What follows belongs to an exercise in optimizing a design on an open flow for small area; a production flow would make more cautious choices.
Function was checked by simulation only, so behaviour that the tests miss may differ from the original.

==> v32 <==
==> flow/design.v <==
package jtt_pkg;
    localparam int unsigned JTT_ADDR_W    = 12;
    localparam int unsigned JTT_IDX_W     = 5;
    localparam int unsigned JTT_NUM_BANKS = 4;
    localparam int unsigned BANK_W  = (JTT_NUM_BANKS > 1) ? $clog2(JTT_NUM_BANKS) : 1;
    localparam int unsigned ENTRIES = JTT_NUM_BANKS << JTT_IDX_W;
    typedef enum logic [0:0] {
        INIT,
        READY
    } jtt_state_t;
    typedef struct packed {
        logic                  vld;
        logic [JTT_ADDR_W-1:0] tgt;
    } jtt_entry_t;
endpackage
module jtt_rel_adder #(
    parameter int unsigned ADDR_W = 12
) (
    input  logic [ADDR_W-1:0] pc_i,
    input  logic [ADDR_W-1:0] ofs_i,
    output logic [ADDR_W-1:0] sum_o,
    output logic              carry_o
);
    always_comb begin
        {carry_o, sum_o} = {1'b0, pc_i} + {1'b0, ofs_i};
    end
endmodule
module jtt_entry_upd #(
    parameter int unsigned W = 12
) (
    input  logic [W-1:0] q_i,
    input  logic         we_ni,
    input  logic [W-1:0] wd_ni,
    output logic [W-1:0] d_o
);
    assign d_o = we_ni ? q_i : ~wd_ni;
endmodule
module jtt_aoi222 (
    input  logic a0_i,
    input  logic s0_i,
    input  logic a1_i,
    input  logic s1_i,
    input  logic a2_i,
    input  logic s2_i,
    output logic y_no
);
    assign y_no = ~((a0_i & s0_i) | (a1_i & s1_i) | (a2_i & s2_i));
endmodule
module jtt_aoi22 (
    input  logic a0_i,
    input  logic s0_i,
    input  logic a1_i,
    input  logic s1_i,
    output logic y_no
);
    assign y_no = ~((a0_i & s0_i) | (a1_i & s1_i));
endmodule
import jtt_pkg::*;
module jump_target_table #(
    parameter int unsigned ADDR_W    = JTT_ADDR_W,
    parameter int unsigned IDX_W     = JTT_IDX_W,
    parameter int unsigned NUM_BANKS = JTT_NUM_BANKS
) (
    input  logic                                 clk_i,
    input  logic                                 rst_ni,
    input  logic [((NUM_BANKS > 1) ? $clog2(NUM_BANKS) : 1)-1:0]     bank_sel,
    input  logic                                 rd_en,
    input  logic [IDX_W-1:0]                     rd_idx,
    input  logic                                 rel_mode,
    input  logic [ADDR_W-1:0]                    pc,
    output logic [ADDR_W-1:0]                    jump,
    output logic                                 jump_valid,
    output logic                                 rd_err,
    output logic                                 wrap,
    input  logic                                 wr_en,
    input  logic [((NUM_BANKS > 1) ? $clog2(NUM_BANKS) : 1)-1:0]     wr_bank,
    input  logic [IDX_W-1:0]                     wr_idx,
    input  logic [ADDR_W-1:0]                    wr_data,
    output logic                                 wr_ready,
    output logic                                 init_done
);
    localparam int unsigned BankW   = ((NUM_BANKS > 1) ? $clog2(NUM_BANKS) : 1);
    localparam int unsigned Entries = NUM_BANKS << IDX_W;
    localparam int unsigned LinW    = BankW + IDX_W;
    localparam int unsigned Groups  = (Entries + 2) / 3;
    localparam int unsigned RdW     = ADDR_W + 1;   
    logic [LinW:0] cnt_q;
    logic          ready;
    always_ff @(posedge clk_i or negedge rst_ni) begin
        if (!rst_ni) begin
            cnt_q <= '0;
        end else if (!cnt_q[LinW]) begin
            cnt_q <= cnt_q + 1'b1;
        end
    end
    assign ready = cnt_q[LinW];
    logic [LinW-1:0]    wr_addr, rd_addr;
    logic               wr_fire;
    logic [Entries-1:0] we, rsel;
    logic [Entries-1:0] vld_q;
    logic [ADDR_W-1:0]  tgt_q [Entries];
    logic [ADDR_W-1:0]  tgt_d [Entries];
    assign wr_addr = {wr_bank, wr_idx};
    assign rd_addr = {bank_sel, rd_idx};
    assign wr_fire = wr_en & ready;
    always_comb begin
        for (int a = 0; a < Entries; a++) begin
            we[a]   = wr_fire && (wr_addr == LinW'(a));
            rsel[a] = (rd_addr == LinW'(a));
        end
    end
    always_ff @(posedge clk_i) begin
        vld_q <= (vld_q & {Entries{ready}}) | we;
    end
    for (genvar a = 0; a < Entries; a++) begin : g_entry
        jtt_entry_upd #(
            .W (ADDR_W)
        ) u_upd (
            .q_i   (tgt_q[a]),
            .we_ni (~we[a]),
            .wd_ni (~wr_data),
            .d_o   (tgt_d[a])
        );
    end
    always_ff @(posedge clk_i) begin
        for (int a = 0; a < Entries; a++) begin
            tgt_q[a] <= tgt_d[a];
        end
    end
    localparam int unsigned Full = Entries / 3;
    localparam int unsigned Rest = Entries - 3 * Full;
    logic [RdW-1:0]    rd_ent [Entries];
    logic [Groups-1:0] grp_n  [RdW];
    logic [RdW-1:0]    rd_word;
    always_comb begin
        for (int a = 0; a < Entries; a++) begin
            rd_ent[a] = {vld_q[a], tgt_q[a]};
        end
    end
    for (genvar b = 0; b < RdW; b++) begin : g_rbit
        for (genvar g = 0; g < Full; g++) begin : g_grp
            jtt_aoi222 u_aoi (
                .a0_i (rd_ent[3*g][b]),
                .s0_i (rsel[3*g]),
                .a1_i (rd_ent[3*g+1][b]),
                .s1_i (rsel[3*g+1]),
                .a2_i (rd_ent[3*g+2][b]),
                .s2_i (rsel[3*g+2]),
                .y_no (grp_n[b][g])
            );
        end
        if (Rest == 2) begin : g_rest2
            jtt_aoi22 u_aoi (
                .a0_i (rd_ent[3*Full][b]),
                .s0_i (rsel[3*Full]),
                .a1_i (rd_ent[3*Full+1][b]),
                .s1_i (rsel[3*Full+1]),
                .y_no (grp_n[b][Full])
            );
        end else if (Rest == 1) begin : g_rest1
            assign grp_n[b][Full] = ~(rd_ent[3*Full][b] & rsel[3*Full]);
        end
        assign rd_word[b] = ~&grp_n[b];
    end
    logic [ADDR_W-1:0] rd_tgt, e_tgt, rel_sum;
    logic              rd_vld, e_vld, byp, hit, rel_carry;
    assign {rd_vld, rd_tgt} = rd_word;
    assign byp   = wr_fire && (wr_addr == rd_addr);
    assign e_tgt = byp ? wr_data : rd_tgt;
    assign e_vld = byp | rd_vld;
    assign hit   = ready & e_vld;
    jtt_rel_adder #(
        .ADDR_W (ADDR_W)
    ) u_rel_adder (
        .pc_i    (pc & {ADDR_W{rel_mode}}),
        .ofs_i   (e_tgt),
        .sum_o   (rel_sum),
        .carry_o (rel_carry)
    );
    logic [ADDR_W-1:0] jump_q;
    logic              jump_valid_q, rd_err_q, wrap_q;
    always_ff @(posedge clk_i or negedge rst_ni) begin
        if (!rst_ni) begin
            jump_q       <= '0;
            jump_valid_q <= 1'b0;
            rd_err_q     <= 1'b0;
            wrap_q       <= 1'b0;
        end else begin
            if (rd_en) jump_q <= rel_sum & {ADDR_W{hit}};
            jump_valid_q <= rd_en & hit;
            rd_err_q     <= rd_en & ~hit;
            wrap_q       <= rd_en & hit & rel_carry;
        end
    end
    assign jump       = jump_q;
    assign jump_valid = jump_valid_q;
    assign rd_err     = rd_err_q;
    assign wrap       = wrap_q;
    assign wr_ready   = ready;
    assign init_done  = ready;
endmodule
==> flow/flow/run.sh <==
#!/bin/bash
# The standard layout (standard.sh, unchanged synthesis) with: synthesis
# buffers removed at floorplan, plain port buffers, and a lighter clock tree
# (clkbuf_8 leaves of up to 16 flip-flops, no dummy loads).
set -euo pipefail
export REMOVE_ABC_BUFFERS=1
export BUFFER_PORTS_ARGS="-buffer_cell sky130_fd_sc_hd__buf_2"
export CTS_ARGS="-sink_clustering_enable -repair_clock_nets -dont_use_dummy_load -buf_list sky130_fd_sc_hd__clkbuf_8 -sink_clustering_size 16 -sink_clustering_max_diameter 80"
bash standard.sh > standard.log 2>&1
==> flow/standard.sh <==
#!/bin/bash
# synth_recipe.tcl (not shown) runs the flow's synth.tcl, then flattens the netlist and writes it again
# the make line also repeats each setting of config.mk as NAME=value (left out here)
make -C /OpenROAD-flow-scripts/flow DESIGN_CONFIG=/design/flow/config.mk WORK_HOME=/design/flow/orfs CLKGATE_MAP_FILE= SYNTH_SCRIPT=/design/flow/synth_recipe.tcl "${@:-finish}"
==> flow/config.mk <==
export PLATFORM = sky130hd
export DESIGN_NAME = jump_target_table
export DESIGN_NICKNAME = jump_target_table
export VERILOG_FILES = /design/flow/design.v
export SDC_FILE = /design/flow/constraint.sdc
export NUM_CORES = 4
export LEC_CHECK = 0
export CAP_MARGIN = 20
export CORE_MARGIN = 2
export CORE_UTILIZATION = 45
export SLEW_MARGIN = 20
export SYNTH_HIERARCHICAL = 1
==> flow/constraint.sdc <==
create_clock -name core_clock -period 6.0 [get_ports {clk_i}]
set_input_delay 1.2000 -clock core_clock [delete_from_list [all_inputs] [get_ports {clk_i}]]
set_output_delay 1.2000 -clock core_clock [all_outputs]
set_load 0.01 [all_outputs]
==> v25 (differences from v32) <==
--- a/flow/flow/run.sh
+++ b/flow/flow/run.sh
@@ -5,5 +5,5 @@
 set -euo pipefail
 export REMOVE_ABC_BUFFERS=1
-export BUFFER_PORTS_ARGS="-buffer_cell sky130_fd_sc_hd__buf_2"
+export BUFFER_PORTS_ARGS="-buffer_cell sky130_fd_sc_hd__buf_1"
 export CTS_ARGS="-sink_clustering_enable -repair_clock_nets -dont_use_dummy_load -buf_list sky130_fd_sc_hd__clkbuf_8 -sink_clustering_size 16 -sink_clustering_max_diameter 80"
 bash standard.sh > standard.log 2>&1
--- a/flow/config.mk
+++ b/flow/config.mk
@@ -9,4 +9,6 @@
 export CORE_MARGIN = 2
 export CORE_UTILIZATION = 45
+export GPL_TIMING_DRIVEN = 0
+export SETUP_SLACK_MARGIN = 0.35
 export SLEW_MARGIN = 20
 export SYNTH_HIERARCHICAL = 1
==> v13 (differences from v32) <==
--- a/flow/config.mk
+++ b/flow/config.mk
@@ -9,4 +9,6 @@
 export CORE_MARGIN = 2
 export CORE_UTILIZATION = 45
+export GPL_TIMING_DRIVEN = 0
+export SETUP_SLACK_MARGIN = 0.6
 export SLEW_MARGIN = 20
 export SYNTH_HIERARCHICAL = 1
==> results_dict.tcl <==
set metrics [dict create \
    pg_clk_mw 5.23 \
    cts_setup_buffers 0 \
    swShare_pct 22.9 \
    p_sw_mw 3.86 \
    status "no timing/DRC/antenna violations" \
    drt_iter0_markers 7484 \
]
Source of the figures above: v13

==> results_dict.tcl <==
set metrics [dict create \
    vias 49574 \
    yosys_register_bits 1687 \
    drt_iter0_markers 7415 \
    relSlewSlack_pct 14.5 \
    swShare_pct 22.8 \
    pg_clk_mw 5.21 \
    status "no timing/DRC/antenna violations" \
    p_sw_mw 3.85 \
]
Source of the figures above: v25

==> results_dict.tcl <==
set metrics [dict create \
    status "no timing/DRC/antenna violations" \
    root_buffer "clkbuf_8" \
    clkSinkCount 1687 \
    n_clock_buffer 117 \
    dr.max_layer_used "met5" \
    pg_clk_mw 5.24 \
    cts_setup_buffers 0 \
]
Source of the figures above: v32

[what the ideal ports hide]
No port has a modelled driver above. Below, the same layouts with a new extraction and two added sets of constraints.
Step 1, drivers: a clkbuf_16 drives clk_i and a buf_2 each remaining input, both assumed.
Step 2 times the ports against the registers' clock, not the clock port: input delays grow and output delays shrink by t, the midpoint of the rising clock arrivals with the driver on.
a / b / c = ideal ports / drivers / drivers and shift; a / b = the first two.
run	t (ns)	setup WS [ns]	worst setup path after step 2	worst register clock-pin slew, ns	worst data-port slew with drivers (ns)
v32	0.898	0.872 / 0.788 / -0.111	input to register	0.12 / 0.12	0.17
v25	0.928	0.401 / 0.342 / -0.586	input to register	0.11 / 0.11	0.16
v13	0.913	0.569 / 0.551 / -0.363	input to register	0.11 / 0.11	0.17
With both steps, setup timing fails in every run listed, where it was met with ideal ports. The setup slack of v25, which loses most, moves by -0.059 ns with the drivers and by -0.987 ns with both steps.
